This design comes from an exercise in tuning for small area, a short achievable clock period and few clock cycles per item on the open sky130 flow, not from production work.
Function was checked by simulation only, so behaviour that the tests miss may differ from the original.

===== design/flow/config.mk =====
export PLATFORM = sky130hd
export DESIGN_NAME = damped_level_smoother
export DESIGN_NICKNAME = damped_level_smoother
export VERILOG_FILES = /design/flow/design.v
export SDC_FILE = /design/flow/constraint.sdc
export NUM_CORES = 4
export LEC_CHECK = 0
export ABC_AREA = 1
export CAP_MARGIN = 20
export CORE_MARGIN = 2
export CORE_UTILIZATION = 40
export SETUP_SLACK_MARGIN = 2.0
export SLEW_MARGIN = 20

===== design/flow/constraint.sdc =====
create_clock -name core_clock -period 9.0 [get_ports {clk}]
set_input_delay 1.8000 -clock core_clock [delete_from_list [all_inputs] [get_ports {clk}]]
set_output_delay 1.8000 -clock core_clock [all_outputs]
set_load 0.01 [all_outputs]

===== design/flow/design.v =====
package dls_pkg;
    localparam int DLS_LEVEL_FRAC_BITS = 30;
    localparam int COEF_W    = 17;
    localparam int COEF_FRAC = 16;
    localparam int STEP_W    = 13;
    localparam int CFG_IDX_W = 2;
    localparam int CFG_DATA_W = 17;
    localparam logic [CFG_IDX_W-1:0] REG_MODE     = 2'd0;
    localparam logic [CFG_IDX_W-1:0] REG_DECAY    = 2'd1;
    localparam logic [CFG_IDX_W-1:0] REG_STEP     = 2'd2;
    localparam logic [CFG_IDX_W-1:0] REG_BLOCKING = 2'd3;
    localparam logic [1:0] MODE_LINEAR  = 2'd0;
    localparam logic [1:0] MODE_HALF_SQ = 2'd1;
    localparam logic [1:0] MODE_SQ      = 2'd2;
    localparam logic [COEF_W-1:0] DECAY_MIN   = 17'd655;
    localparam logic [COEF_W-1:0] DECAY_MAX   = 17'd65536;
    localparam logic [COEF_W-1:0] DECAY_RESET = 17'd39322;
    localparam logic [STEP_W-1:0] STEP_MIN    = 13'd66;
    localparam logic [STEP_W-1:0] STEP_MAX    = 13'd6554;
    localparam logic [STEP_W-1:0] STEP_RESET  = 13'd6554;
    typedef struct packed {
        logic [1:0]        mode;
        logic [COEF_W-1:0] decay;
        logic [STEP_W-1:0] step_time;
        logic              blocking;
    } dls_cfg_t;
endpackage
module dls_cfg
(
    input  logic                  clk,
    input  logic                  rst_n,
    input  logic                  cfg_valid,
    output logic                  cfg_ready,
    input  logic [dls_pkg::CFG_IDX_W-1:0]  cfg_index,
    input  logic [dls_pkg::CFG_DATA_W-1:0] cfg_data,
    output logic [dls_pkg::COEF_W+dls_pkg::STEP_W+2:0] cfg
);
    dls_pkg::dls_cfg_t cfg_reg;
    dls_pkg::dls_cfg_t cfg_next;
    logic [dls_pkg::COEF_W-1:0] decay_in;
    logic [dls_pkg::STEP_W-1:0] step_in;
    assign cfg_ready = 1'b1;
    always_comb
    begin
        decay_in = cfg_data[dls_pkg::COEF_W-1:0];
        step_in  = cfg_data[dls_pkg::STEP_W-1:0];
        cfg_next = cfg_reg;
        if (cfg_valid)
        begin
            unique case (cfg_index)
                dls_pkg::REG_MODE:
                begin
                    if (cfg_data[1:0] == dls_pkg::MODE_HALF_SQ || cfg_data[1:0] == dls_pkg::MODE_SQ)
                    begin
                        cfg_next.mode = cfg_data[1:0];
                    end
                    else
                    begin
                        cfg_next.mode = dls_pkg::MODE_LINEAR;
                    end
                end
                dls_pkg::REG_DECAY:
                begin
                    if (decay_in < dls_pkg::DECAY_MIN)
                    begin
                        cfg_next.decay = dls_pkg::DECAY_MIN;
                    end
                    else if (decay_in > dls_pkg::DECAY_MAX)
                    begin
                        cfg_next.decay = dls_pkg::DECAY_MAX;
                    end
                    else
                    begin
                        cfg_next.decay = decay_in;
                    end
                end
                dls_pkg::REG_STEP:
                begin
                    if (step_in < dls_pkg::STEP_MIN)
                    begin
                        cfg_next.step_time = dls_pkg::STEP_MIN;
                    end
                    else if (step_in > dls_pkg::STEP_MAX)
                    begin
                        cfg_next.step_time = dls_pkg::STEP_MAX;
                    end
                    else
                    begin
                        cfg_next.step_time = step_in;
                    end
                end
                dls_pkg::REG_BLOCKING:
                begin
                    cfg_next.blocking = cfg_data[0];
                end
                default:
                begin
                    cfg_next = cfg_reg;
                end
            endcase
        end
    end
    always_ff @(posedge clk or negedge rst_n)
    begin
        if (!rst_n)
        begin
            cfg_reg.mode      <= dls_pkg::MODE_LINEAR;
            cfg_reg.decay     <= dls_pkg::DECAY_RESET;
            cfg_reg.step_time <= dls_pkg::STEP_RESET;
            cfg_reg.blocking  <= 1'b0;
        end
        else
        begin
            cfg_reg <= cfg_next;
        end
    end
    assign cfg = cfg_reg;
endmodule
module dls_booth
(
    input  logic [16:0] b,
    output logic [8:0]  one,
    output logic [8:0]  two,
    output logic [8:0]  neg
);
    logic [18:0] bx;
    assign bx = {1'b0, b, 1'b0};
    always_comb
    begin
        for (int i = 0; i < 9; i++)
        begin
            logic [2:0] t;
            t      = bx[2*i +: 3];
            one[i] = t[0] ^ t[1];
            two[i] = (t == 3'b011) || (t == 3'b100);
            neg[i] = t[2] & ~(t[1] & t[0]);
        end
    end
endmodule
module dls_mul
#(
    parameter int OP_W = 32
)
(
    input  logic [OP_W-1:0] a,
    input  logic [8:0]      one,
    input  logic [8:0]      two,
    input  logic [8:0]      neg,
    input  logic [16:0]     c,
    input  logic [OP_W-1:0] h,
    output logic [OP_W:0]   result
);
    localparam int ROWS  = 9;
    localparam int PP_W  = OP_W + 2;
    localparam int SUM_W = OP_W + 17;
    localparam logic [SUM_W-1:0] SIGN_FIX = SUM_W'(0) - (SUM_W'((4**ROWS - 1) / 3) << (PP_W - 1));
    logic [SUM_W-1:0] rows [ROWS];
    logic [SUM_W-1:0] negs;
    logic [SUM_W-1:0] sum;
    logic [PP_W-1:0]  a_x;
    assign a_x = {{2{a[OP_W-1]}}, a};
    always_comb
    begin
        negs = '0;
        for (int i = 0; i < ROWS; i++)
        begin
            logic [PP_W-1:0] mag;
            logic [PP_W-1:0] pp;
            mag = (one[i] ? a_x : '0) | (two[i] ? (a_x << 1) : '0);
            pp  = neg[i] ? ~mag : mag;
            rows[i] = SUM_W'({~pp[PP_W-1], pp[PP_W-2:0]}) << (2*i);
            negs[2*i] = neg[i];
        end
    end
    always_comb
    begin
        sum = SIGN_FIX + SUM_W'(c) + (SUM_W'(h) << 16) + negs;
        for (int i = 0; i < ROWS; i++)
        begin
            sum = sum + rows[i];
        end
    end
    assign result = sum[SUM_W-1:16];
endmodule
module damped_level_smoother
#(
    parameter int LEVEL_FRAC_BITS = dls_pkg::DLS_LEVEL_FRAC_BITS
)
(
    input  logic                  clk,
    input  logic                  rst_n,
    input  logic                  in_valid,
    output logic                  in_stall,
    input  logic                  func,
    input  logic [7:0]            data_value,
    output logic                  out_valid,
    input  logic                  out_stall,
    output logic [7:0]            level_byte,
    output logic [16:0]           level_q16,
    output logic                  busy_res,
    input  logic                  cfg_valid,
    output logic                  cfg_ready,
    input  logic [dls_pkg::CFG_IDX_W-1:0]  cfg_index,
    input  logic [dls_pkg::CFG_DATA_W-1:0] cfg_data
);
    localparam int LVL_W = LEVEL_FRAC_BITS + 1;
    localparam int SW    = LVL_W + 1;
    localparam int SNAP  = LEVEL_FRAC_BITS - 12;
    localparam logic [2:0] S_IDLE = 3'd0;
    localparam logic [2:0] S_FIX  = 3'd1;   
    localparam logic [2:0] S_M1   = 3'd2;   
    localparam logic [2:0] S_M2   = 3'd3;   
    localparam logic [2:0] S_M3   = 3'd4;   
    localparam logic [2:0] S_WB   = 3'd5;   
    dls_pkg::dls_cfg_t cfg;
    logic [2:0]       state_reg, state_next;
    logic [LVL_W-1:0] level_reg, level_next;
    logic [7:0]       last_target_reg;
    logic             up_reg;
    logic             to_target_reg;
    logic             busy_reg, busy_next;
    logic [SW-1:0]    d_reg, d_next;
    logic             out_valid_reg, out_valid_next;
    logic             out_free;
    logic             give;
    logic             in_take;
    logic             blocked;
    logic [LVL_W-1:0] target_in;
    logic [LVL_W-1:0] target;
    logic [LVL_W-1:0] level_new;
    logic [SW-1:0]    w;
    logic             near;
    logic             mul_state;
    logic             halve;
    logic             last_mul;
    logic [16:0]      rnd;
    logic [SW-1:0]    add_l;
    logic [SW:0]      mul_r;
    logic             to_target;
    logic [16:0]      coef_next;
    logic [8:0]       b_one, b_two, b_neg;
    logic [8:0]       one_reg, two_reg, neg_reg;
    logic             snap;
    function automatic logic [LVL_W-1:0] byte_level(input logic [7:0] b);
        logic [LVL_W-1:0] t;
        t = '0;
        for (int i = 0; i < LEVEL_FRAC_BITS; i++)
        begin
            t[i] = b[7 - ((LEVEL_FRAC_BITS - 1 - i) % 8)];
        end
        if (b == 8'hFF)
        begin
            t = LVL_W'(1) << LEVEL_FRAC_BITS;
        end
        byte_level = t;
    endfunction
    dls_cfg u_cfg
    (
        .clk       (clk),
        .rst_n     (rst_n),
        .cfg_valid (cfg_valid),
        .cfg_ready (cfg_ready),
        .cfg_index (cfg_index),
        .cfg_data  (cfg_data),
        .cfg       (cfg)
    );
    assign target_in = byte_level(data_value);
    assign target    = byte_level(last_target_reg);
    function automatic logic is_small(input logic [SW-1:0] x);
        is_small = (x[SW-1:SNAP] == '0) || ((&x[SW-1:SNAP]) && (|x[SNAP-1:0]));
    endfunction
    assign snap = is_small({1'b0, target} - d_reg);
    always_comb
    begin
        to_target = ((state_reg == S_WB) && snap) ||
                    ((state_reg == S_FIX) && to_target_reg) ||
                    ((state_reg == S_M1) && near);
        level_new = level_reg;
        if (to_target)
        begin
            level_new = target;
        end
        else if (state_reg == S_WB)
        begin
            level_new = d_reg[LVL_W-1:0];
        end
    end
    assign near      = is_small(d_reg);
    assign mul_state = (state_reg == S_M1 && !near) || (state_reg == S_M2) || (state_reg == S_M3);
    assign out_free  = !out_valid_reg || !out_stall;
    assign give      = out_free && ((state_reg == S_FIX) || (state_reg == S_WB) ||
                                    (state_reg == S_M1 && near));
    assign in_stall  = mul_state || !out_free;
    assign in_take   = in_valid && !in_stall;
    assign blocked   = cfg.blocking && (data_value == last_target_reg);
    assign w = {1'b0, target_in} - {1'b0, level_new};
    assign halve    = (state_reg == S_M1) && (cfg.mode == dls_pkg::MODE_HALF_SQ);
    assign last_mul = (state_reg == S_M3) ||
                      (state_reg == S_M2 && cfg.mode == dls_pkg::MODE_LINEAR);
    assign rnd      = up_reg ? 17'd0 : {halve, 16'hFFFF};
    assign add_l    = last_mul ? {1'b0, level_reg} : '0;
    assign coef_next = (state_next == S_M2) ? 17'(cfg.step_time) : cfg.decay;
    dls_booth u_booth
    (
        .b   (coef_next),
        .one (b_one),
        .two (b_two),
        .neg (b_neg)
    );
    dls_mul #(
        .OP_W (SW)
    ) u_mul
    (
        .a      (d_reg),
        .one    (one_reg),
        .two    (two_reg),
        .neg    (neg_reg),
        .c      (rnd),
        .h      (add_l),
        .result (mul_r)
    );
    always_comb
    begin
        state_next = state_reg;
        level_next = level_reg;
        busy_next  = busy_reg;
        d_next     = d_reg;
        unique case (state_reg)
            S_M1:
            begin
                if (near)
                begin
                    if (give)
                    begin
                        level_next = level_new;
                        busy_next  = 1'b0;
                        state_next = S_IDLE;
                    end
                end
                else
                begin
                    d_next     = halve ? mul_r[SW:1] : mul_r[SW-1:0];
                    state_next = S_M2;
                end
            end
            S_M2:
            begin
                d_next     = mul_r[SW-1:0];
                state_next = last_mul ? S_WB : S_M3;
            end
            S_M3:
            begin
                d_next     = mul_r[SW-1:0];
                state_next = S_WB;
            end
            default:
            begin
                if (give)
                begin
                    level_next = level_new;
                    busy_next  = (state_reg == S_WB) && !snap;
                    state_next = S_IDLE;
                end
            end
        endcase
        if (in_take)
        begin
            d_next     = w;
            state_next = (func || blocked) ? S_FIX : S_M1;
        end
    end
    always_comb
    begin
        out_valid_next = (out_valid_reg && out_stall) || give;
    end
    always_ff @(posedge clk or negedge rst_n)
    begin
        if (!rst_n)
        begin
            state_reg       <= S_IDLE;
            level_reg       <= '0;
            last_target_reg <= '0;
            busy_reg        <= 1'b0;
            out_valid_reg   <= 1'b0;
        end
        else
        begin
            state_reg     <= state_next;
            level_reg     <= level_next;
            busy_reg      <= busy_next;
            out_valid_reg <= out_valid_next;
            if (in_take)
            begin
                last_target_reg <= data_value;
            end
        end
    end
    always_ff @(posedge clk)
    begin
        d_reg <= d_next;
        one_reg <= b_one;
        two_reg <= b_two;
        neg_reg <= b_neg;
        if (in_take)
        begin
            up_reg        <= !w[SW-1];
            to_target_reg <= func;
        end
    end
    logic [8:0] lvl_top;
    assign lvl_top    = level_reg[LVL_W-1:LEVEL_FRAC_BITS-8];
    assign level_byte = 8'(lvl_top - 9'({level_reg[LEVEL_FRAC_BITS-9:0], 8'h00} < 38'(level_reg)));
    assign level_q16  = level_reg[LEVEL_FRAC_BITS:LEVEL_FRAC_BITS-16];
    assign busy_res   = busy_reg;
    assign out_valid  = out_valid_reg;
endmodule

===== design/flow/run.sh =====
#!/bin/bash
# synth_recipe.tcl (not shown) runs the flow's synth.tcl, then flattens the netlist and writes it again
# the make line also repeats each setting of config.mk as NAME=value (left out here)
make -C /OpenROAD-flow-scripts/flow DESIGN_CONFIG=/design/flow/config.mk WORK_HOME=/design/flow/orfs CLKGATE_MAP_FILE= SYNTH_SCRIPT=/design/flow/synth_recipe.tcl finish

==> impl_metrics.env, run 1 <==
export IMPL_overflow=0
export IMPL_cpPeakStageDelay_ns=0.59
export IMPL_largest_reg_flops=33
export IMPL_insertion_delay_ns=0.45
export IMPL_path_delay_family="adder cells"
export IMPL_cp_required_ns=9.19
export IMPL_dp_cells=4633
export IMPL_cp_data_arrival_time_ns=7.06
export IMPL_worstHoldPathType="flip-flop to flip-flop"
export IMPL_coreArea_sq_um=67300
export IMPL_clock_path_buffers=2
export IMPL_status="no timing/DRC/antenna violations"
export IMPL_die_h_um=265
export IMPL_drive_gt1_share_pct=6.53
export IMPL_synth_seq_cells=137
export IMPL_grt_pass1_wl_um=157000
export IMPL_ios=62
export IMPL_cp_num_buf_inv=6
export IMPL_syn_to_final_growth_pct=9.56
export IMPL_setup_viol=0
export IMPL_io_buffers=60
export IMPL_hold_viol=0
export IMPL_num_rows=95
export IMPL_firstDrtPassIters=7
export IMPL_start_kind="flip-flop"
export IMPL_cts_sinks=137
export IMPL_finalWirelength_um=106000
export IMPL_cp_slowest_cell="fa_1"
export IMPL_dp_hpwl_um=82000
export IMPL_root_buffer="clkbuf_16"
export IMPL_crit_type="flip-flop to flip-flop"
export IMPL_crit_path_max_fanout=15
export IMPL_clock_skew_ns=0.0156
export IMPL_initial_core_util_pct=40.5
export IMPL_final_antenna_net_count=0
export IMPL_track_usage_pct=29.3
export IMPL_cts_clk_slew_worst_paths_ns=0.07
export IMPL_dieArea_sq_um=70200
export IMPL_syn_num_nets=4342
export IMPL_final_cell_area_sq_um=29800
export IMPL_grt_start_max_net_pins=68
export IMPL_numCtsBuffers=17
export IMPL_max_slew_margin_pct=19.5
export IMPL_layout_cells_most_common="nand2_1"
export IMPL_synthFlopType="dfrtp_1"
export IMPL_nets=4348
export IMPL_setup_tns_ns=0
export IMPL_cts_htree_levels=4
export IMPL_cap_violations=0
export IMPL_synth_distinct_cells=55
export IMPL_routedWlPerCell_um=22.4
export IMPL_fill_cells=7016
export IMPL_period_share_pct=76.3
export IMPL_post_route_min_period_ns=6.86
export IMPL_syn_area_sq_um=27200
export IMPL_tritoncts="yes"
export IMPL_grt_pass1_vias=25700
export IMPL_syn_avg_cell_area_sq_um=7.12
export IMPL_rsz0062_at_grt="no"
export IMPL_vias_per_cell=5.72
export IMPL_synth_warning_count=5
export IMPL_crit_path_end_kind="flip-flop"
export IMPL_place_area_sq_um=28700
export IMPL_synth_edf_count=34
export IMPL_max_slew_worst_pin_slew_ns=1.20
export IMPL_slew_viol_final=0
export IMPL_finalWeightedCongestion=1.00
export IMPL_antenna_found_initial=1
export IMPL_max_clock_freq_ghz=0.146
export IMPL_synthArstFlopShare_pct=56.2
export IMPL_crit_chain="inv_1 -> buf_4 -> o22ai_1 -> xor2_1 -> fa_1 -> inv_1 -> fa_1 -> fa_1 -> fa_1 -> fa_1 -> inv_1 -> ha_1 -> a21oi_1 -> inv_1 -> a21oi_1 -> inv_1 -> a21oi_1 -> nor2_1 -> a211oi_1 -> o21ai_0 -> nand2_1 -> nand3_1 -> nand3_1 -> nand2_1"
export IMPL_postCtsHoldBufs=0
export IMPL_drtIter0Drc=2873
export IMPL_ys_seq_area_share_pct=12.8
export IMPL_drc=0
export IMPL_die_width_um=265
export IMPL_postSynthCellCount=3823
export IMPL_final_cell_mix="nand2_1, inv_1, o22ai_1, xor2_1, fa_1"
export IMPL_finalNonFillerCells=4716
export IMPL_vias=27000
area by class of cell:
cell class,count,area (sq um),share of cell area (%)
tap,873,1090,3.66
multi-input combinational,2790,20400,68.4
timing repair inverter,6,45.0,0.151
antenna,1,2.50,0.00839
sequential,137,3490,11.7
inverter,701,2720,9.11
clock inverter,12,116,0.390
timing repair buffer,176,1510,5.05
clock buffer,20,447,1.50
kinds of logic after synthesis:
family                     share of synthesized area, %
DFF                                                12.8
AOI/OAI and AO/OA                                  14.8
muxes                                             0.248
and+or+nand+nor                                    20.1
other                                            0.0138
adders and majority gates                          29.5
buffers and inverters                              12.7
xor gates and xnor gates                           9.81
Yosys cell counts, types with 5 or more instances:
master / n / area share, %
nor2_2: 6 / 0.14
nand2_1: 775 / 11
a21o_1: 10 / 0.28
dfstp_2: 15 / 1.4
nand3_1: 164 / 3.0
nand3b_1: 9 / 0.25
a31oi_1: 26 / 0.60
fa_1: 258 / 19
clkbuf_1: 138 / 1.9
inv_1: 684 / 9.4
nor3_1: 25 / 0.46
o21a_1: 19 / 0.52
buf_4: 18 / 0.50
o22ai_1: 284 / 6.5
or2_2: 5 / 0.11
buf_1: 34 / 0.47
nand4_1: 74 / 1.7
edfxtp_1: 34 / 3.8
xor2_1: 283 / 9.1
nor2_1: 209 / 2.9
xnor2_1: 22 / 0.71
dfrtp_1: 62 / 5.7
and2_1: 10 / 0.23
nand2_2: 8 / 0.18
buf_2: 6 / 0.11
ha_1: 228 / 10
dfxtp_1: 26 / 1.9
a21oi_1: 150 / 2.8
o211ai_1: 5 / 0.14
o21ai_0: 154 / 2.8
nor4_1: 13 / 0.30
mux2_2: 6 / 0.25
clkinv_1: 13 / 0.18
through the flow:
stage	setup slack (ns)	hold slack (ns)	utilization (%)
3_5_place_dp	1.60	0.458	42.6
6_report	2.14	0.466	44.3
3_3_place_gp	1.69	0.456	42.6
5_1_grt	1.98	0.492	44.3
4_1_cts	1.97	0.469	43.5
2_1_floorplan	3.06	0.442	-
worst register-to-register path, cell delays in order, from the launching register on:
cell and delay (ns):
edfxtp_1 0.51, inv_1 0.37, buf_4 0.36, o22ai_1 0.15, xor2_1 0.20, fa_1 0.56
inv_1 0.05, fa_1 0.51, fa_1 0.59, fa_1 0.43, fa_1 0.50, inv_1 0.04
ha_1 0.40, a21oi_1 0.40, inv_1 0.14, a21oi_1 0.23, inv_1 0.09, a21oi_1 0.21
nor2_1 0.06, a211oi_1 0.23, o21ai_0 0.15, nand2_1 0.10, nand3_1 0.08, nand3_1 0.17
nand2_1 0.07
what timing repair did:
item                                    CTS  global route
resized for setup                         5            57
endpoints found under the setup margin   14            27
setup buffers                             2            40
pin swaps                                 0             0
cloned                                    0             8
final timing paths:
| check | from | end | slack [ns] | cells past startpoint |
|---|---|---|---|---|
| hold / removal | u_cfg.cfg_reg[29] | u_cfg.cfg_reg[29] | 0.47 | 2 |
| min in group asynchronous | rst_n | out_valid_reg | 1.31 | 1 |
| hold reg to reg | u_cfg.cfg_reg[29] | u_cfg.cfg_reg[29] | 0.47 | 2 |
| max in group asynchronous | rst_n | level_reg[4] | 6.74 | 2 |
| setup / recovery | d_reg[28] | d_reg[27] | 2.14 | 24 |
| setup reg to reg | d_reg[28] | d_reg[27] | 2.14 | 24 |
metal layers:
metal  share of wire, %  global-route usage, %
met1                 42                   40.6
met2                 43                   44.9
met3                 11                   5.90
met4                4.5                   11.5
met5                  0                      0
Testbench counts, summed over its fixed seeds: cycles 49,107, items 19,200.
==> inputs of run 2 (changes only) <==
--- a/design/flow/config.mk
+++ b/design/flow/config.mk
@@ -10,4 +10,5 @@
 export CORE_MARGIN = 2
-export CORE_UTILIZATION = 40
-export SETUP_SLACK_MARGIN = 2.0
+export CORE_UTILIZATION = 60
+export PLACE_DENSITY = 0.75
+export SETUP_SLACK_MARGIN = 3.0
 export SLEW_MARGIN = 20
==> run 2 against run 1 <==
  * Still clean on timing, DRC and antenna
  * Via count rose by 9.6%
  * Clock skew fell by 0.00056 ns
  * First-iteration DRC count rose by 54%
  * Register-to-register slack improved by 0.70 ns
  * Area after synthesis did not move
  * Critical endpoint is now d_reg[23]
  * Critical path type unchanged
==> impl_metrics.env, run 2 <==
export IMPL_cts_clk_slew_worst_paths_ns=0.06
export IMPL_grt_pass1_vias=27400
export IMPL_track_usage_pct=45.5
export IMPL_synth_top_family_by_area="adder cells"
export IMPL_setup_viol=0
export IMPL_io_buffers=60
export IMPL_numCtsBuffers=17
export IMPL_vias_per_cell=6.44
export IMPL_finish_utilization_pct=74.4
export IMPL_root_buffer="clkbuf_16"
export IMPL_cap_violations=0
export IMPL_whs_path_depth=2
export IMPL_syn_num_nets=4342
export IMPL_cp_required_ns=9.19
export IMPL_dp_hpwl_um=76800
export IMPL_place_area_sq_um=28300
export IMPL_largest_reg_flops=33
export IMPL_firstDrtPassIters=9
export IMPL_path_depth=20
export IMPL_routedWlPerCell_um=24.6
export IMPL_cp_num_buf_inv=3
export IMPL_synthArstFlopShare_pct=56.2
export IMPL_synth_edf_count=34
export IMPL_postCtsHoldBufs=0
export IMPL_crit_type="flip-flop to flip-flop"
export IMPL_crit_top_cell="fa_1"
export IMPL_grt_start_max_net_pins=68
export IMPL_num_rows=78
export IMPL_worstHoldPathType="flip-flop to flip-flop"
export IMPL_setup_slack_ns=2.84
export IMPL_crit_path_max_fanout=8
export IMPL_crit_path_end_kind="flip-flop"
export IMPL_cts_sinks=137
export IMPL_synth_mux_area_share_pct=0.248
export IMPL_post_route_min_period_ns=6.16
export IMPL_die_width_um=217
export IMPL_status="no timing/DRC/antenna violations"
export IMPL_synthTopCellsByCount="nand2_1, inv_1, o22ai_1"
export IMPL_dieArea_sq_um=47100
export IMPL_synth_simple_area_share_pct=20.1
export IMPL_setup_tns_ns=0
export IMPL_period_share_pct=68.4
export IMPL_postSynthCellCount=3823
export IMPL_synth_largest_area_cell="fa_1"
export IMPL_grt_pass1_wl_um=162000
export IMPL_synth_distinct_cells=55
export IMPL_synth_top_area_share_pct=19.0
export IMPL_pre_cts_slack_ns=1.76
export IMPL_insertion_delay_ns=0.45
export IMPL_final_cell_area_sq_um=33500
export IMPL_yosys_cell_count_top_type="nand2_1"
export IMPL_final_antenna_net_count=0
export IMPL_cp_slowest_cell="fa_1"
export IMPL_tritoncts="yes"
export IMPL_die_h_um=217
export IMPL_ios=62
export IMPL_path_delay_family="adder cells"
export IMPL_start_kind="flip-flop"
export IMPL_max_slew_margin_pct=26.0
export IMPL_worstRegToRegCells=20
export IMPL_crit_chain="clkinvlp_4 -> buf_4 -> o22ai_1 -> xor2_1 -> fa_1 -> fa_1 -> fa_1 -> fa_1 -> fa_1 -> inv_1 -> ha_2 -> nand2_1 -> nor2_4 -> nand2_2 -> nor2_2 -> o2111ai_2 -> nand4_1 -> nand3_2 -> nand3_2 -> nand2_1"
export IMPL_cp_data_arrival_time_ns=6.35
export IMPL_drc=0
export IMPL_synth_xor_area_share_pct=9.81
export IMPL_cts_htree_levels=4
export IMPL_synth_fa_ha_area_share_pct=29.5
export IMPL_ys_seq_area_share_pct=12.8
export IMPL_layout_cells_most_common="nand2_1"
export IMPL_max_clock_freq_ghz=0.162
export IMPL_vias=29500
export IMPL_finalWirelength_um=113000
export IMPL_nets=4491
export IMPL_finalWeightedCongestion=1.03
export IMPL_slew_viol_final=0
export IMPL_coreArea_sq_um=45100
export IMPL_finalNonFillerCells=4587
export IMPL_clock_skew_ns=0.0150
export IMPL_synth_area_top_cells="fa_1, nand2_1, ha_1"
export IMPL_dp_cells=4357
export IMPL_initial_core_util_pct=60.4
export IMPL_synth_seq_cells=137
export IMPL_cpPeakStageDelay_ns=0.57
export IMPL_syn_avg_cell_area_sq_um=7.12
export IMPL_synthFlopType="dfrtp_1"
export IMPL_max_slew_worst_pin_slew_ns=1.10
export IMPL_antenna_found_initial=3
export IMPL_syn_to_final_growth_pct=23.2
export IMPL_drtIter0Drc=4425
export IMPL_drive_gt1_share_pct=21.5
export IMPL_final_cell_mix="nand2_1, inv_1, xor2_1, fa_1, o22ai_1"
export IMPL_hold_viol=0
export IMPL_clock_path_buffers=2
export IMPL_fill_cells=3381
export IMPL_rsz0062_at_grt="yes"
export IMPL_synth_warning_count=5
export IMPL_syn_area_sq_um=27200
export IMPL_overflow=0
export IMPL_synth_compound_area_share_pct=14.8
run 2: changes by cell type in the layout (fill, tap and decap cells not counted), moves of 31 or more:
| cell | change |
|---|---|
| nand2_1 | -66 |
| ha_1 | -44 |
| nand2_2 | +52 |
| a21oi_1 | -43 |
| inv_2 | +61 |
| inv_1 | -70 |
| buf_4 | +69 |
| o22ai_2 | +43 |
| ha_4 | +31 |
| o22ai_1 | -55 |
| nor2_1 | -55 |
| buf_6 | +32 |
run 2: final timing paths:
check	from	end	slack, ns
min in group asynchronous	rst_n	u_cfg.cfg_reg[16]	1.29
worst max-delay path	d_reg[27]	d_reg[23]	2.84
worst max register to register	d_reg[27]	d_reg[23]	2.84
worst min register to register	u_cfg.cfg_reg[25]	u_cfg.cfg_reg[25]	0.46
max in group asynchronous	rst_n	level_reg[1]	6.64
worst min-delay path	u_cfg.cfg_reg[25]	u_cfg.cfg_reg[25]	0.46
run 2: layer usage:
layer | wire (um) | vias to the layer above | track usage, %
met1 | 40300 | 13800 | 59.3
met2 | 46400 | 2481 | 65.6
met3 | 17500 | 632 | 16.3
met5 | 13 | - | 0
met4 | 8450 | 2 | 25.0
li1 | - | 12700 | -
run 2: repair_timing:
| item | 4_1_cts | 5_1_grt |
|---|---|---|
| endpoints found under the hold margin | 0 | 0 |
| pin swaps | 54 | 162 |
| resized for setup | 240 | 492 |
| buffers inserted | 98 | 83 |
| gates cloned | 15 | 0 |
| setup endpoints to repair | 33 | 33 |
run 2: through the flow:
| step | hold slack, ns |
|---|---|
| 6_report | 0.464 |
| 5_1_grt | 0.496 |
| 4_1_cts | 0.468 |
| 3_5_place_dp | 0.457 |
| 3_3_place_gp | 0.455 |
| 2_1_floorplan | 0.442 |
run 2: tightest hold or removal path, cell delays in order, from the launching register on:
cell,delay (ns)
dfstp_2,0.37
nand2_1,0.05
nand2_1,0.05
run 2: cell families after synthesis:
family | count (synthesis)
simple gates | 1304
buf+inv | 898
compound gates | 686
fa+ha+maj | 486
xor+xnor | 305
flops | 137
mux | 6
other cells | 1
run 2: area by class of cell:
| class | count | area (sq um) | area share (%) |
|---|---|---|---|
| clock inverter | 11 | 93.8 | 0.280 |
| tap | 600 | 751 | 2.24 |
| multi-input combinational | 2790 | 22700 | 67.7 |
| timing repair inverter | 12 | 91.3 | 0.272 |
| inverter | 701 | 2780 | 8.27 |
| clock buffer | 21 | 504 | 1.50 |
| sequential | 137 | 3530 | 10.5 |
| timing repair buffer | 313 | 3070 | 9.16 |
| antenna | 2 | 5.00 | 0.0149 |
==> inputs of run 3 (changes only) <==
--- a/design/flow/config.mk
+++ b/design/flow/config.mk
@@ -10,5 +10,4 @@
 export CORE_MARGIN = 2
-export CORE_UTILIZATION = 60
-export PLACE_DENSITY = 0.75
-export SETUP_SLACK_MARGIN = 3.0
+export CORE_UTILIZATION = 30
+export SETUP_SLACK_MARGIN = 2.5
 export SLEW_MARGIN = 20
==> run 3 against run 2 <==
  * Still clean on timing, DRC and antenna
  * First-iteration DRC count decreased by 32%
  * Synthesized cell count unchanged
  * Clock skew decreased by 0.0070 ns
  * Die area increased by 98%
==> impl_metrics.env, run 3 <==
export IMPL_die_h_um=305
export IMPL_max_slew_worst_pin_slew_ns=1.04
export IMPL_setup_tns_ns=0
export IMPL_setup_viol=0
export IMPL_dp_cells=4941
export IMPL_cts_htree_levels=4
export IMPL_cp_required_ns=9.20
export IMPL_finalWeightedCongestion=1.01
export IMPL_crit_type="flip-flop to flip-flop"
export IMPL_synthFlopType="dfrtp_1"
export IMPL_synthTopCellsByCount="nand2_1, inv_1, o22ai_1"
export IMPL_largest_reg_flops=33
export IMPL_hp_start="u_cfg.cfg_reg[25]"
export IMPL_synth_top_area_share_pct=19.0
export IMPL_ys_seq_area_share_pct=12.8
export IMPL_hold_viol=0
export IMPL_r2r_end="d_reg[19]"
export IMPL_finish_utilization_pct=35.0
export IMPL_synth_warning_count=5
export IMPL_finalNonFillerCells=5090
export IMPL_start_kind="flip-flop"
export IMPL_r2r_slack_ns=2.66
export IMPL_holdWs_ns=0.472
export IMPL_synth_largest_area_cell="fa_1"
export IMPL_ios=62
export IMPL_grt_pass1_wl_um=164000
export IMPL_rsz0062_at_grt="yes"
export IMPL_final_cell_mix="nand2_1, inv_1, o22ai_1, xor2_1, fa_1"
export IMPL_cts_sinks=137
export IMPL_finalWirelength_um=110000
export IMPL_clock_path_buffers=2
export IMPL_slew_viol_final=0
export IMPL_postCtsHoldBufs=0
export IMPL_crit_path_end_kind="flip-flop"
export IMPL_synth_distinct_cells=55
export IMPL_period_share_pct=70.4
export IMPL_synth_seq_cells=137
export IMPL_syn_to_final_growth_pct=15.9
export IMPL_drive_gt1_share_pct=11.2
export IMPL_synth_edf_count=34
export IMPL_cts_clk_slew_worst_paths_ns=0.06
export IMPL_drc=0
export IMPL_nets=4420
export IMPL_overflow=0
export IMPL_r2r_start="d_reg[13]"
export IMPL_n_antenna_cell=0
export IMPL_syn_area_sq_um=27200
export IMPL_insertion_delay_ns=0.45
export IMPL_worstSetupStartpoint="d_reg[13]"
export IMPL_numCtsBuffers=17
export IMPL_synthArstFlopShare_pct=56.2
export IMPL_status="no timing/DRC/antenna violations"
export IMPL_coreArea_sq_um=90000
export IMPL_clock_skew_ns=0.00798
export IMPL_tritoncts="yes"
export IMPL_grt_start_max_net_pins=68
export IMPL_yosys_cell_count_top_type="nand2_1"
export IMPL_crit_top_cell="fa_1"
export IMPL_setup_slack_ns=2.66
export IMPL_max_slew_margin_pct=30.6
export IMPL_whs_path_depth=2
export IMPL_whs_endpoint="u_cfg.cfg_reg[25]"
export IMPL_vias=27500
export IMPL_io_buffers=60
export IMPL_dp_hpwl_um=84400
export IMPL_cap_violations=0
export IMPL_dieArea_sq_um=93200
export IMPL_initial_core_util_pct=30.2
export IMPL_synth_area_top_cells="fa_1, nand2_1, ha_1"
export IMPL_layout_cells_most_common="nand2_1"
export IMPL_seqCellArea_sq_um=3510
export IMPL_routedWlPerCell_um=21.5
export IMPL_cpPeakStageDelay_ns=0.58
export IMPL_postSynthCellCount=3823
export IMPL_syn_num_nets=4342
export IMPL_fill_cells=9676
export IMPL_root_buffer="clkbuf_16"
export IMPL_crit_path_max_fanout=4
export IMPL_firstDrtPassIters=7
export IMPL_grt_pass1_vias=26600
export IMPL_max_clock_freq_ghz=0.158
export IMPL_track_usage_pct=23.1
export IMPL_final_antenna_net_count=0
export IMPL_multiInputGateArea_sq_um=20900
export IMPL_syn_avg_cell_area_sq_um=7.12
export IMPL_cp_slowest_cell="fa_1"
export IMPL_worstHoldPathType="flip-flop to flip-flop"
export IMPL_vias_per_cell=5.41
export IMPL_worstRegToRegCells=25
export IMPL_cp_data_arrival_time_ns=6.53
export IMPL_die_width_um=305
export IMPL_antenna_found_initial=2
export IMPL_post_route_min_period_ns=6.34
export IMPL_num_rows=110
export IMPL_pre_cts_slack_ns=1.41
export IMPL_drtIter0Drc=3029
==> run 3: cell types whose count changed in the layout (fill, tap and decap cells not counted), sizes merged <==
cell / before / now
clkbuf: 22 / 19
bufinv: 0 / 1
diode: 2 / 0
buf: 253 / 192
clkinvlp: 43 / 36
clkinv: 13 / 19
inv: 668 / 661
==> run 3: cells by family after synthesis <==
logic type	after synthesis	share of synthesized area, %
AND/OR/NAND/NOR	1304	20.1
XOR/XNOR	305	9.81
multiplexers	6	0.248
buffers and inverters	898	12.7
flip-flops	137	12.8
AO/OA/AOI/OAI	686	14.8
other	1	0.0138
adder cells (fa/ha/maj)	486	29.5
==> run 3: cell type report <==
cell class                      instances  share of cell area [%]
Inverter                              701                    8.80
Multi-Input combinational cell       2790                    66.3
Timing Repair Buffer                  251                    7.25
Timing Repair inverter                  3                  0.0714
Tap cell                             1176                    4.66
Clock inverter                         13                   0.381
Clock buffer                           19                    1.40
Sequential cell                       137                    11.1
==> run 3: metrics by stage <==
| stage | cell area [sq um] |
|---|---|
| after floorplan | 27200 |
| after global placement | 29100 |
| after detailed placement | 29100 |
| after CTS | 30600 |
| after global routing | 31500 |
| final | 31500 |
==> run 3: worst max path at each step <==
stage	endpoint	slack, ns	cells past startpoint
global placement	d_reg[22]	1.51	35
finish	d_reg[19]	2.66	25
CTS	d_reg[29]	2.50	23
global route	up_reg	2.38	41
floorplan	d_reg[14]	3.06	24
detailed placement	d_reg[22]	1.41	35
==> run 3: repair_timing <==
action	in CTS	in global routing
setup endpoints to repair	33	31
gates resized for setup	86	137
pin swaps	1	26
gates cloned	4	1
buffers inserted	68	44
==> run 3: metal layers <==
layer  vias up  wire (um)  global-route usage, %  share of wire (%)
met2      1524      48000                   35.9                 44
met4         0       6030                   11.5                5.5
met3       304      11200                   4.46                 10
met1     13100      44500                   30.7                 41
met5         -          0                      0                  0
li1      12500          -                      -                  -
==> run 3: critical path: cells and delay by family (launching register included) <==
family          cells  cell delay (ns)
fa+ha+maj           6             2.77
simple gates        6             0.65
buf+inv             6             0.84
compound gates      5             0.84
flops               1             0.51
xor+xnor            2             0.47
==> inputs of run 4 (changes only) <==
--- a/design/flow/config.mk
+++ b/design/flow/config.mk
@@ -10,3 +10,3 @@
 export CORE_MARGIN = 2
-export CORE_UTILIZATION = 30
+export CORE_UTILIZATION = 40
 export SETUP_SLACK_MARGIN = 2.5
==> run 4 against run 3 <==
  * Global-route usage up 7.2 points
  * Clock skew increased by 0.0089 ns
  * Flip-flop and latch count did not move
  * Still clean
  * Synthesized cell count is the same
  * Final area down 0.91%
  * Largest cell class unchanged
  * Sequential share of layout area is 0.078 points higher
==> impl_metrics.env, run 4 <==
export IMPL_status="no timing/DRC/antenna violations"
export IMPL_worstSetupStartpoint="two_reg[5]"
export IMPL_cp_required_ns=9.18
export IMPL_dieArea_sq_um=70200
export IMPL_synth_distinct_cells=55
export IMPL_r2r_slack_ns=2.67
export IMPL_r2r_start="two_reg[5]"
export IMPL_tritoncts="yes"
export IMPL_synth_largest_area_cell="fa_1"
export IMPL_synth_seq_cells=137
export IMPL_pre_cts_slack_ns=1.60
export IMPL_antenna_found_initial=2
export IMPL_multiInputGateArea_sq_um=20900
export IMPL_syn_area_sq_um=27200
export IMPL_synth_edf_count=34
export IMPL_slew_viol_final=0
export IMPL_cp_data_arrival_time_ns=6.51
export IMPL_yosys_cell_count_top_type="nand2_1"
export IMPL_io_buffers=60
export IMPL_coreArea_sq_um=67300
export IMPL_syn_to_final_growth_pct=14.8
export IMPL_seqCellArea_sq_um=3500
export IMPL_largest_reg_flops=33
export IMPL_setup_tns_ns=0
export IMPL_setup_viol=0
export IMPL_holdWs_ns=0.467
export IMPL_die_h_um=265
export IMPL_layout_cells_most_common="nand2_1"
export IMPL_synth_top_area_share_pct=19.0
export IMPL_crit_path_end_kind="flip-flop"
export IMPL_initial_core_util_pct=40.5
export IMPL_firstDrtPassIters=6
export IMPL_crit_path_max_fanout=10
export IMPL_syn_avg_cell_area_sq_um=7.12
export IMPL_grt_pass1_wl_um=161000
export IMPL_fill_cells=6888
export IMPL_insertion_delay_ns=0.45
export IMPL_numCtsBuffers=17
export IMPL_synth_area_top_cells="fa_1, nand2_1, ha_1"
export IMPL_clock_path_buffers=2
export IMPL_hold_viol=0
export IMPL_dp_hpwl_um=82000
export IMPL_routedWlPerCell_um=22.5
export IMPL_crit_type="flip-flop to flip-flop"
export IMPL_period_share_pct=70.3
export IMPL_worstRegToRegCells=22
export IMPL_drc=0
export IMPL_cts_clk_slew_worst_paths_ns=0.07
export IMPL_worstHoldPathType="flip-flop to flip-flop"
export IMPL_rsz0062_at_grt="yes"
export IMPL_ios=62
export IMPL_max_slew_margin_pct=25.5
export IMPL_finalWeightedCongestion=1.00
export IMPL_final_cell_mix="nand2_1, inv_1, o22ai_1, xor2_1, fa_1"
export IMPL_die_width_um=265
export IMPL_synth_warning_count=5
export IMPL_cap_violations=0
export IMPL_syn_num_nets=4342
export IMPL_dp_cells=4633
export IMPL_finalWirelength_um=108000
export IMPL_start_kind="flip-flop"
export IMPL_endpoint="d_reg[15]"
export IMPL_synthArstFlopShare_pct=56.2
export IMPL_synthTopCellsByCount="nand2_1, inv_1, o22ai_1"
export IMPL_post_route_min_period_ns=6.33
export IMPL_grt_pass1_vias=26200
export IMPL_r2r_end="d_reg[15]"
export IMPL_final_antenna_net_count=0
export IMPL_root_buffer="clkbuf_16"
export IMPL_cts_sinks=137
export IMPL_max_slew_worst_pin_slew_ns=1.12
export IMPL_max_clock_freq_ghz=0.158
export IMPL_grt_start_max_net_pins=68
export IMPL_overflow=0
export IMPL_finalNonFillerCells=4804
export IMPL_drive_gt1_share_pct=11.3
export IMPL_cts_htree_levels=4
export IMPL_synthFlopType="dfrtp_1"
export IMPL_drtIter0Drc=2965
export IMPL_postSynthCellCount=3823
export IMPL_clock_skew_ns=0.0169
export IMPL_vias_per_cell=5.72
export IMPL_setup_slack_ns=2.67
export IMPL_ys_seq_area_share_pct=12.8
export IMPL_track_usage_pct=30.4
export IMPL_vias=27500
export IMPL_num_rows=95
export IMPL_nets=4435
==> run 4: cell counts after synthesis <==
No cell type changed its count.
==> run 4: kinds of logic after synthesis <==
| family | after synthesis | share of synthesized area (%) |
|---|---|---|
| xor+xnor | 305 | 9.81 |
| compound gates | 686 | 14.8 |
| buf+inv | 898 | 12.7 |
| other cells | 1 | 0.0138 |
| mux | 6 | 0.248 |
| flops | 137 | 12.8 |
| fa+ha+maj | 486 | 29.5 |
| simple gates | 1304 | 20.1 |
==> run 4: area by class of cell <==
type / instances / share of cell area (%)
multi-input combinational: 2789 / 66.8
sequential: 137 / 11.2
inverter: 701 / 8.88
timing repair buffer: 261 / 7.58
tap: 873 / 3.49
clock buffer: 20 / 1.43
clock inverter: 12 / 0.372
timing repair inverter: 9 / 0.208
antenna: 2 / 0.0160
==> run 4: worst max-delay path: stages (launching register included) <==
cell and delay, ns:
dfxtp_1 0.45, clkinvlp_4 0.23, buf_12 0.20, buf_4 0.16, o22ai_1 0.17, xor2_1 0.22, fa_1 0.52, fa_1 0.58
fa_1 0.44, fa_1 0.46, fa_1 0.51, inv_1 0.05, ha_2 0.44, nand2_1 0.16, nor2_1 0.22, inv_1 0.09
o21ai_0 0.40, a21oi_1 0.07, nand2_1 0.22, nor2_1 0.07, nand3b_1 0.16, nand3_1 0.15, nand2_1 0.08
==> run 4: worst min-delay path by stage <==
stage | start | end | slack (ns) | cells past startpoint
after floorplan | u_cfg.cfg_reg[30] | u_cfg.cfg_reg[30] | 0.44 | 2
after global placement | u_cfg.cfg_reg[30] | u_cfg.cfg_reg[30] | 0.46 | 2
after detailed placement | u_cfg.cfg_reg[26] | u_cfg.cfg_reg[26] | 0.46 | 2
after CTS | u_cfg.cfg_reg[26] | u_cfg.cfg_reg[26] | 0.47 | 2
after global routing | u_cfg.cfg_reg[26] | u_cfg.cfg_reg[26] | 0.49 | 2
final | u_cfg.cfg_reg[26] | u_cfg.cfg_reg[26] | 0.47 | 2
==> run 4: per-layer routing <==
| layer | wire length (um) | GRT usage (%) |
|---|---|---|
| met5 | 13 | 0 |
| met4 | 5610 | 14.2 |
| met3 | 11500 | 7.34 |
| met2 | 46500 | 46.1 |
| met1 | 44600 | 40.7 |
==> run 4: timing repair <==
item | CTS | global route
setup endpoints to repair | 33 | 33
gates cloned | 8 | 2
pin swaps | 0 | 17
hold buffers | 0 | 0
resized for setup | 80 | 130
buffers inserted | 56 | 70
==> run 4: stage by stage <==
stage	instance area, sq um	util, %
floorplan	27200	-
global placement	28700	42.6
global route	31300	46.5
finish	31300	46.5
detailed placement	28700	42.6
CTS	30100	44.7
==> inputs of run 5 (changes only) <==
--- a/design/flow/config.mk
+++ b/design/flow/config.mk
@@ -8,3 +8,3 @@
 export ABC_AREA = 1
-export CAP_MARGIN = 20
+export CAP_MARGIN = 0
 export CORE_MARGIN = 2
@@ -12,2 +12,2 @@
 export SETUP_SLACK_MARGIN = 2.5
-export SLEW_MARGIN = 20
+export SLEW_MARGIN = 0
==> run 5 against run 4 <==
  * Maximum frequency is 0.63% lower
  * Setup slack lost 0.040 ns
  * Sequential share of layout area about the same
  * Hold slack is essentially flat
  * Critical path type unchanged
  * Synthesized cell count unchanged
  * Via count about the same
==> impl_metrics.env, run 5 <==
export IMPL_postSynthCellCount=3823
export IMPL_worstSetupStartpoint="d_reg[25]"
export IMPL_path_delay_family="adder cells"
export IMPL_synth_largest_area_cell="fa_1"
export IMPL_cp_data_arrival_time_ns=6.56
export IMPL_hp_start="u_cfg.cfg_reg[26]"
export IMPL_setup_tns_ns=0
export IMPL_post_route_min_period_ns=6.37
export IMPL_syn_num_nets=4342
export IMPL_yosys_cell_count_top_type="nand2_1"
export IMPL_track_usage_pct=30.5
export IMPL_rsz0062_at_grt="yes"
export IMPL_final_antenna_net_count=0
export IMPL_max_slew_worst_pin_slew_ns=1.17
export IMPL_period_share_pct=70.8
export IMPL_cpPeakStageDelay_ns=0.56
export IMPL_final_cell_mix="nand2_1, inv_1, o22ai_1, xor2_1, fa_1"
export IMPL_die_h_um=265
export IMPL_clock_path_buffers=2
export IMPL_grt_pass1_wl_um=162000
export IMPL_routedWlPerCell_um=22.7
export IMPL_die_width_um=265
export IMPL_dieArea_sq_um=70200
export IMPL_insertion_delay_ns=0.45
export IMPL_status="no timing/DRC/antenna violations"
export IMPL_max_clock_freq_ghz=0.157
export IMPL_root_buffer="clkbuf_16"
export IMPL_synthTopCellsByCount="nand2_1, inv_1, o22ai_1"
export IMPL_finalWeightedCongestion=1.00
export IMPL_vias=27500
export IMPL_fill_cells=6895
export IMPL_drtIter0Drc=3152
export IMPL_cts_clk_slew_worst_paths_ns=0.06
export IMPL_ios=62
export IMPL_crit_path_max_fanout=19
export IMPL_top_usage_layer="met2"
export IMPL_vias_per_cell=5.73
export IMPL_cp_num_buf_inv=5
export IMPL_cts_htree_levels=4
export IMPL_finalWirelength_um=109000
export IMPL_crit_chain="clkinv_1 -> buf_4 -> o22ai_1 -> xor2_1 -> fa_1 -> inv_1 -> fa_1 -> fa_1 -> fa_1 -> fa_1 -> inv_1 -> ha_1 -> nand2_1 -> nor2_1 -> inv_1 -> o21ai_0 -> a21oi_1 -> nand2_1 -> nor2_1 -> nand3b_1 -> nand3_1 -> nand2_1"
export IMPL_grt_util_met1_pct=41.1
export IMPL_largest_reg_flops=33
export IMPL_clock_skew_ns=0.0145
export IMPL_seqCellArea_sq_um=3500
export IMPL_slew_viol_final=0
export IMPL_synthArstFlopShare_pct=56.2
export IMPL_setup_viol=0
export IMPL_synthFlopType="dfrtp_1"
export IMPL_cts_sinks=137
export IMPL_layout_cells_most_common="nand2_1"
export IMPL_worstHoldPathType="flip-flop to flip-flop"
export IMPL_met2_usage_pct=46.0
export IMPL_r2r_start="d_reg[25]"
export IMPL_numCtsBuffers=17
export IMPL_dp_cells=4633
export IMPL_syn_to_final_growth_pct=14.5
export IMPL_drive_gt1_share_pct=11.1
export IMPL_synth_seq_cells=137
export IMPL_initial_core_util_pct=40.5
export IMPL_max_slew_margin_pct=22.0
export IMPL_dp_hpwl_um=82000
export IMPL_num_rows=95
export IMPL_overflow=0
export IMPL_setup_slack_ns=2.63
export IMPL_coreArea_sq_um=67300
export IMPL_synth_distinct_cells=55
export IMPL_cap_violations=0
export IMPL_crit_type="flip-flop to flip-flop"
export IMPL_nets=4423
export IMPL_finalNonFillerCells=4791
export IMPL_synth_edf_count=34
export IMPL_grt_pass1_vias=26200
export IMPL_multiInputGateArea_sq_um=20900
export IMPL_antenna_found_initial=3
export IMPL_synth_area_top_cells="fa_1, nand2_1, ha_1"
export IMPL_io_buffers=60
export IMPL_syn_avg_cell_area_sq_um=7.12
export IMPL_firstDrtPassIters=6
export IMPL_tritoncts="yes"
export IMPL_grt_start_max_net_pins=68
export IMPL_syn_area_sq_um=27200
export IMPL_synth_top_area_share_pct=19.0
export IMPL_crit_top_cell="fa_1"
export IMPL_hold_viol=0
export IMPL_start_kind="flip-flop"
export IMPL_synth_warning_count=5
export IMPL_grt_util_met3_pct=6.89
export IMPL_cp_required_ns=9.18
export IMPL_drc=0
export IMPL_ys_seq_area_share_pct=12.8
export IMPL_cp_slowest_cell="fa_1"
export IMPL_r2r_slack_ns=2.63
export IMPL_pre_cts_slack_ns=1.60
export IMPL_crit_path_end_kind="flip-flop"
[run 5: cell count changes in the layout (fill, tap and decap cells not counted), sizes merged]
| cell | delta |
|---|---|
| clkinvlp | +1 |
| diode | -1 |
| buf | -14 |
| nand3 | +1 |
[run 5: timing repair]
action | in CTS | in global routing
buffers inserted | 57 | 56
pin swaps | 0 | 20
cloned | 9 | 3
gates resized for setup | 82 | 131
hold buffers | 0 | 0
endpoints found under the setup margin | 33 | 33
[run 5: area by class of cell]
| cell class | count | area share [%] |
|---|---|---|
| Clock buffer | 20 | 1.43 |
| Antenna cell | 1 | 0.00803 |
| Timing Repair inverter | 10 | 0.233 |
| Sequential cell | 137 | 11.2 |
| Timing Repair Buffer | 247 | 7.23 |
| Clock inverter | 12 | 0.373 |
| Inverter | 701 | 8.89 |
| Multi-Input combinational cell | 2790 | 67.1 |
| Tap cell | 873 | 3.50 |
[run 5: per-stage QoR]
step | hold WS (ns) | instance area (sq um) | utilization, %
floorplan | 0.442 | 27200 | -
global route | 0.492 | 31200 | 46.3
detailed placement | 0.458 | 28700 | 42.6
CTS | 0.469 | 30100 | 44.8
finish | 0.466 | 31200 | 46.3
global placement | 0.456 | 28700 | 42.6
[run 5: cells by family after synthesis]
kind of cell | count (synthesis) | synth area share [%]
AOI/OAI and AO/OA | 686 | 14.8
xor gates and xnor gates | 305 | 9.81
adders and majority gates | 486 | 29.5
buffers and inverters | 898 | 12.7
DFF | 137 | 12.8
muxes | 6 | 0.248
other | 1 | 0.0138
and+or+nand+nor | 1304 | 20.1
[run 5: path summary, 6_finish.rpt]
| kind | endpoint | cells past startpoint |
|---|---|---|
| hold reg to reg | u_cfg.cfg_reg[26] | 2 |
| setup / recovery | d_reg[15] | 22 |
| hold / removal | u_cfg.cfg_reg[26] | 2 |
| setup reg to reg | d_reg[15] | 22 |
| max in group asynchronous | level_reg[4] | 2 |
| min in group asynchronous | out_valid_reg | 1 |
[run 5: layer usage]
metal  wire length [um]  vias up  share of wire [%]
li1                   -    12500                  -
met3              12200      309                 11
met5                 27        -              0.025
met1              43800    13000                 40
met4               5710        4                5.3
met2              46800     1581                 43
[run 5: tightest hold or removal path, delay by kind of cell, from the launching register on]
family | cells | cell delay (ns)
AND/OR/NAND/NOR | 2 | 0.10
flip-flops | 1 | 0.37
==> inputs of run 6 (changes only) <==
--- a/design/flow/design.v
+++ b/design/flow/design.v
@@ -239,2 +239,6 @@
     logic             to_target;
+    logic [LVL_W-SNAP-1:0] t_hi;
+    logic [LVL_W-SNAP-1:0] r_hi;
+    logic             lo_gt;
+    logic             lo_lt;
     logic [16:0]      coef_next;
@@ -271,3 +275,9 @@
     endfunction
-    assign snap = is_small({1'b0, target} - d_reg);
+    assign t_hi   = target[LVL_W-1:SNAP];
+    assign r_hi   = d_reg[LVL_W-1:SNAP];
+    assign lo_gt  = d_reg[SNAP-1:0] > target[SNAP-1:0];
+    assign lo_lt  = d_reg[SNAP-1:0] < target[SNAP-1:0];
+    assign snap   = (r_hi == t_hi) ||
+                    (up_reg ? ((r_hi == t_hi - 1'b1) && lo_gt)
+                            : ((r_hi == t_hi + 1'b1) && lo_lt));
     always_comb
--- a/design/flow/config.mk
+++ b/design/flow/config.mk
@@ -8,6 +8,6 @@
 export ABC_AREA = 1
-export CAP_MARGIN = 0
+export CAP_MARGIN = 20
 export CORE_MARGIN = 2
 export CORE_UTILIZATION = 40
-export SETUP_SLACK_MARGIN = 2.5
-export SLEW_MARGIN = 0
+export SETUP_SLACK_MARGIN = 2.0
+export SLEW_MARGIN = 20
==> run 6 against run 5 <==
  * Largest cell class unchanged
  * Wire length shrank 8.4%
  * Area after synthesis shrank 3.9%
  * Register-to-register slack lost 0.45 ns
  * Clock skew grew 0.0013 ns
  * Global-route usage shrank 1.6 points
  * Setup slack lost 0.45 ns
  * Final area shrank 7.7%
  * Via count shrank 8.2%
==> impl_metrics.env, run 6 <==
export IMPL_worstHoldPathType="flip-flop to flip-flop"
export IMPL_dp_cells=4367
export IMPL_synth_largest_area_cell="fa_1"
export IMPL_start_kind="flip-flop"
export IMPL_path_delay_family="adder cells"
export IMPL_numCtsBuffers=17
export IMPL_period_share_pct=75.8
export IMPL_cts_htree_levels=4
export IMPL_crit_type="flip-flop to flip-flop"
export IMPL_cp_data_arrival_time_ns=7.01
export IMPL_syn_area_sq_um=26100
export IMPL_synth_area_top_cells="fa_1, ha_1, xor2_1"
export IMPL_drtIter0Drc=3182
export IMPL_fill_cells=6649
export IMPL_overflow=0
export IMPL_finalWirelength_um=99400
export IMPL_yosys_cell_count_top_type="inv_1"
export IMPL_track_usage_pct=28.8
export IMPL_ios=62
export IMPL_syn_avg_cell_area_sq_um=7.26
export IMPL_synth_seq_cells=137
export IMPL_crit_path_max_fanout=20
export IMPL_layout_cells_most_common="inv_1"
export IMPL_syn_to_final_growth_pct=10.1
export IMPL_syn_num_nets=4107
export IMPL_ys_seq_area_share_pct=13.3
export IMPL_cts_sinks=137
export IMPL_cp_slowest_cell="inv_1"
export IMPL_die_h_um=260
export IMPL_max_slew_worst_pin_slew_ns=1.07
export IMPL_routedWlPerCell_um=22.2
export IMPL_die_width_um=260
export IMPL_setup_tns_ns=0
export IMPL_antenna_found_initial=0
export IMPL_hold_viol=0
export IMPL_multiInputGateArea_sq_um=19400
export IMPL_synthFlopType="dfrtp_1"
export IMPL_status="no timing/DRC/antenna violations"
export IMPL_postSynthCellCount=3602
export IMPL_drc=0
export IMPL_slew_viol_final=0
export IMPL_tritoncts="yes"
export IMPL_final_antenna_net_count=0
export IMPL_crit_path_end_kind="flip-flop"
export IMPL_postCtsHoldBufs=0
export IMPL_synth_distinct_cells=56
export IMPL_insertion_delay_ns=0.46
export IMPL_seqCellArea_sq_um=3490
export IMPL_finalWeightedCongestion=0.989
export IMPL_synthTopCellsByCount="inv_1, nand2_1, o22ai_1"
export IMPL_finalNonFillerCells=4473
export IMPL_clock_skew_ns=0.0158
export IMPL_setup_viol=0
export IMPL_root_buffer="clkbuf_16"
export IMPL_grt_pass1_wl_um=148000
export IMPL_dieArea_sq_um=67400
export IMPL_grt_start_max_net_pins=77
export IMPL_dp_hpwl_um=76200
export IMPL_cts_clk_slew_worst_paths_ns=0.07
export IMPL_initial_core_util_pct=40.5
export IMPL_max_slew_margin_pct=28.6
export IMPL_clock_path_buffers=2
export IMPL_synthArstFlopShare_pct=56.2
export IMPL_nets=4108
export IMPL_num_rows=93
export IMPL_vias_per_cell=5.64
export IMPL_post_route_min_period_ns=6.82
export IMPL_synth_warning_count=5
export IMPL_synth_edf_count=34
export IMPL_coreArea_sq_um=64600
export IMPL_crit_chain="inv_1 -> o22ai_1 -> xor2_1 -> fa_1 -> fa_1 -> fa_1 -> inv_1 -> fa_1 -> fa_1 -> inv_1 -> ha_1 -> nand2_1 -> nor2_1 -> inv_1 -> nor2_1 -> inv_1 -> nor2_1 -> nand4_1 -> nand3_1 -> nor2_1 -> nor3_1 -> o21ai_0"
export IMPL_grt_pass1_vias=23900
export IMPL_rsz0062_at_grt="no"
export IMPL_synth_top_area_share_pct=19.7
export IMPL_largest_reg_flops=33
export IMPL_vias=25200
export IMPL_drive_gt1_share_pct=7.30
export IMPL_holdWs_ns=0.472
export IMPL_cpPeakStageDelay_ns=0.66
export IMPL_max_clock_freq_ghz=0.147
export IMPL_firstDrtPassIters=7
export IMPL_cap_violations=0
export IMPL_io_buffers=60
export IMPL_cp_num_buf_inv=5
export IMPL_cp_required_ns=9.19
export IMPL_final_cell_mix="inv_1, nand2_1, o22ai_1, xor2_1, fa_1"
[run 6: logic make-up after synthesis]
family | count (synthesis) | share of synthesized area, %
muxes | 7 | 0.301
other | 1 | 0.0143
xor gates and xnor gates | 295 | 9.88
AOI/OAI and AO/OA | 700 | 15.7
adders and majority gates | 472 | 30.0
buffers and inverters | 873 | 13.0
DFF | 137 | 13.3
and+or+nand+nor | 1117 | 17.8
[run 6: cell type report]
class / count / share of cell area [%]
diodes: 2 / 0.0174
clock inverters: 12 / 0.517
repair buffers: 170 / 5.22
well taps: 855 / 3.72
flip-flops and latches: 137 / 12.1
clock buffers: 20 / 1.70
repair inverters: 8 / 0.191
inverters: 676 / 9.23
multi-input cells: 2593 / 67.3
[run 6: path summary, 6_finish.rpt]
check	from	endpoint	slack, ns	cells after the start
worst min register to register	u_cfg.cfg_reg[25]	u_cfg.cfg_reg[25]	0.47	2
max in group asynchronous	rst_n	u_cfg.cfg_reg[7]	6.68	2
worst min-delay path	u_cfg.cfg_reg[25]	u_cfg.cfg_reg[25]	0.47	2
worst max register to register	d_reg[30]	d_reg[22]	2.18	22
worst max-delay path	d_reg[30]	d_reg[22]	2.18	22
min in group asynchronous	rst_n	level_reg[14]	1.32	1
[run 6: through the flow]
| stage | cell area (sq um) | util, % | worst slack, ns |
|---|---|---|---|
| final | 28800 | 44.6 | 2.18 |
| after floorplan | 26100 | - | 3.15 |
| after global routing | 28800 | 44.6 | 1.99 |
| after CTS | 28000 | 43.4 | 1.95 |
| after detailed placement | 27400 | 42.4 | 1.68 |
| after global placement | 27400 | 42.4 | 1.75 |
[run 6: worst register-to-register path, delay by kind of cell, from the launching register on]
kind,cells,cell delay (ns)
compound gates,2,0.37
xor+xnor,1,0.19
fa+ha+maj,6,3.04
buf+inv,5,1.01
flops,1,0.53
simple gates,8,1.37
[run 6: timing repair]
item | 4_1_cts | 5_1_grt
endpoints found under the setup margin | 22 | 30
pin swaps | 0 | 2
buffers inserted | 0 | 62
gates resized for setup | 18 | 55
cloned | 1 | 8
[run 6: per-layer routing]
metal,GRT usage (%),wire length [um]
met1,41.5,42800
met2,42.4,42000
met3,6.64,11100
met4,9.29,3500
met5,0,0
Testbench counts of run 6, summed over its fixed seeds: cycles 49,107, items 19,200.

==> static timing again, ports no longer ideal <==
The results above use ideal ports. As a check the final layouts listed here were re-extracted and re-timed, cells and wires unchanged. Step 1 (the two cells are an assumption about what drives the block):
set clk [get_ports {clk}]
set_driving_cell -lib_cell sky130_fd_sc_hd__clkbuf_16 $clk
set_driving_cell -lib_cell sky130_fd_sc_hd__buf_2 [delete_from_list [all_inputs] $clk]
Step 2 times the ports against the registers' clock, not the clock port: input delays grow and output delays shrink by t, the midpoint of the rising clock arrivals with the driver on. a / b / c = ideal / step 1 / step 2; a / b = the first two.
run | shift t [ns] | setup slack, ns | worst register clock-pin slew, ns
run 1 | 0.498 | 2.136 / 2.136 / 2.136 | 0.07 / 0.07
run 2 | 0.498 | 2.841 / 2.841 / 2.841 | 0.07 / 0.07
run 3 | 0.506 | 2.665 / 2.665 / 2.665 | 0.07 / 0.07
run 4 | 0.494 | 2.669 / 2.669 / 2.669 | 0.07 / 0.07
run 5 | 0.502 | 2.629 / 2.629 / 2.629 | 0.07 / 0.07
run 6 | 0.504 | 2.179 / 2.179 / 2.179 | 0.07 / 0.07
After both steps every run listed still meets setup and hold.
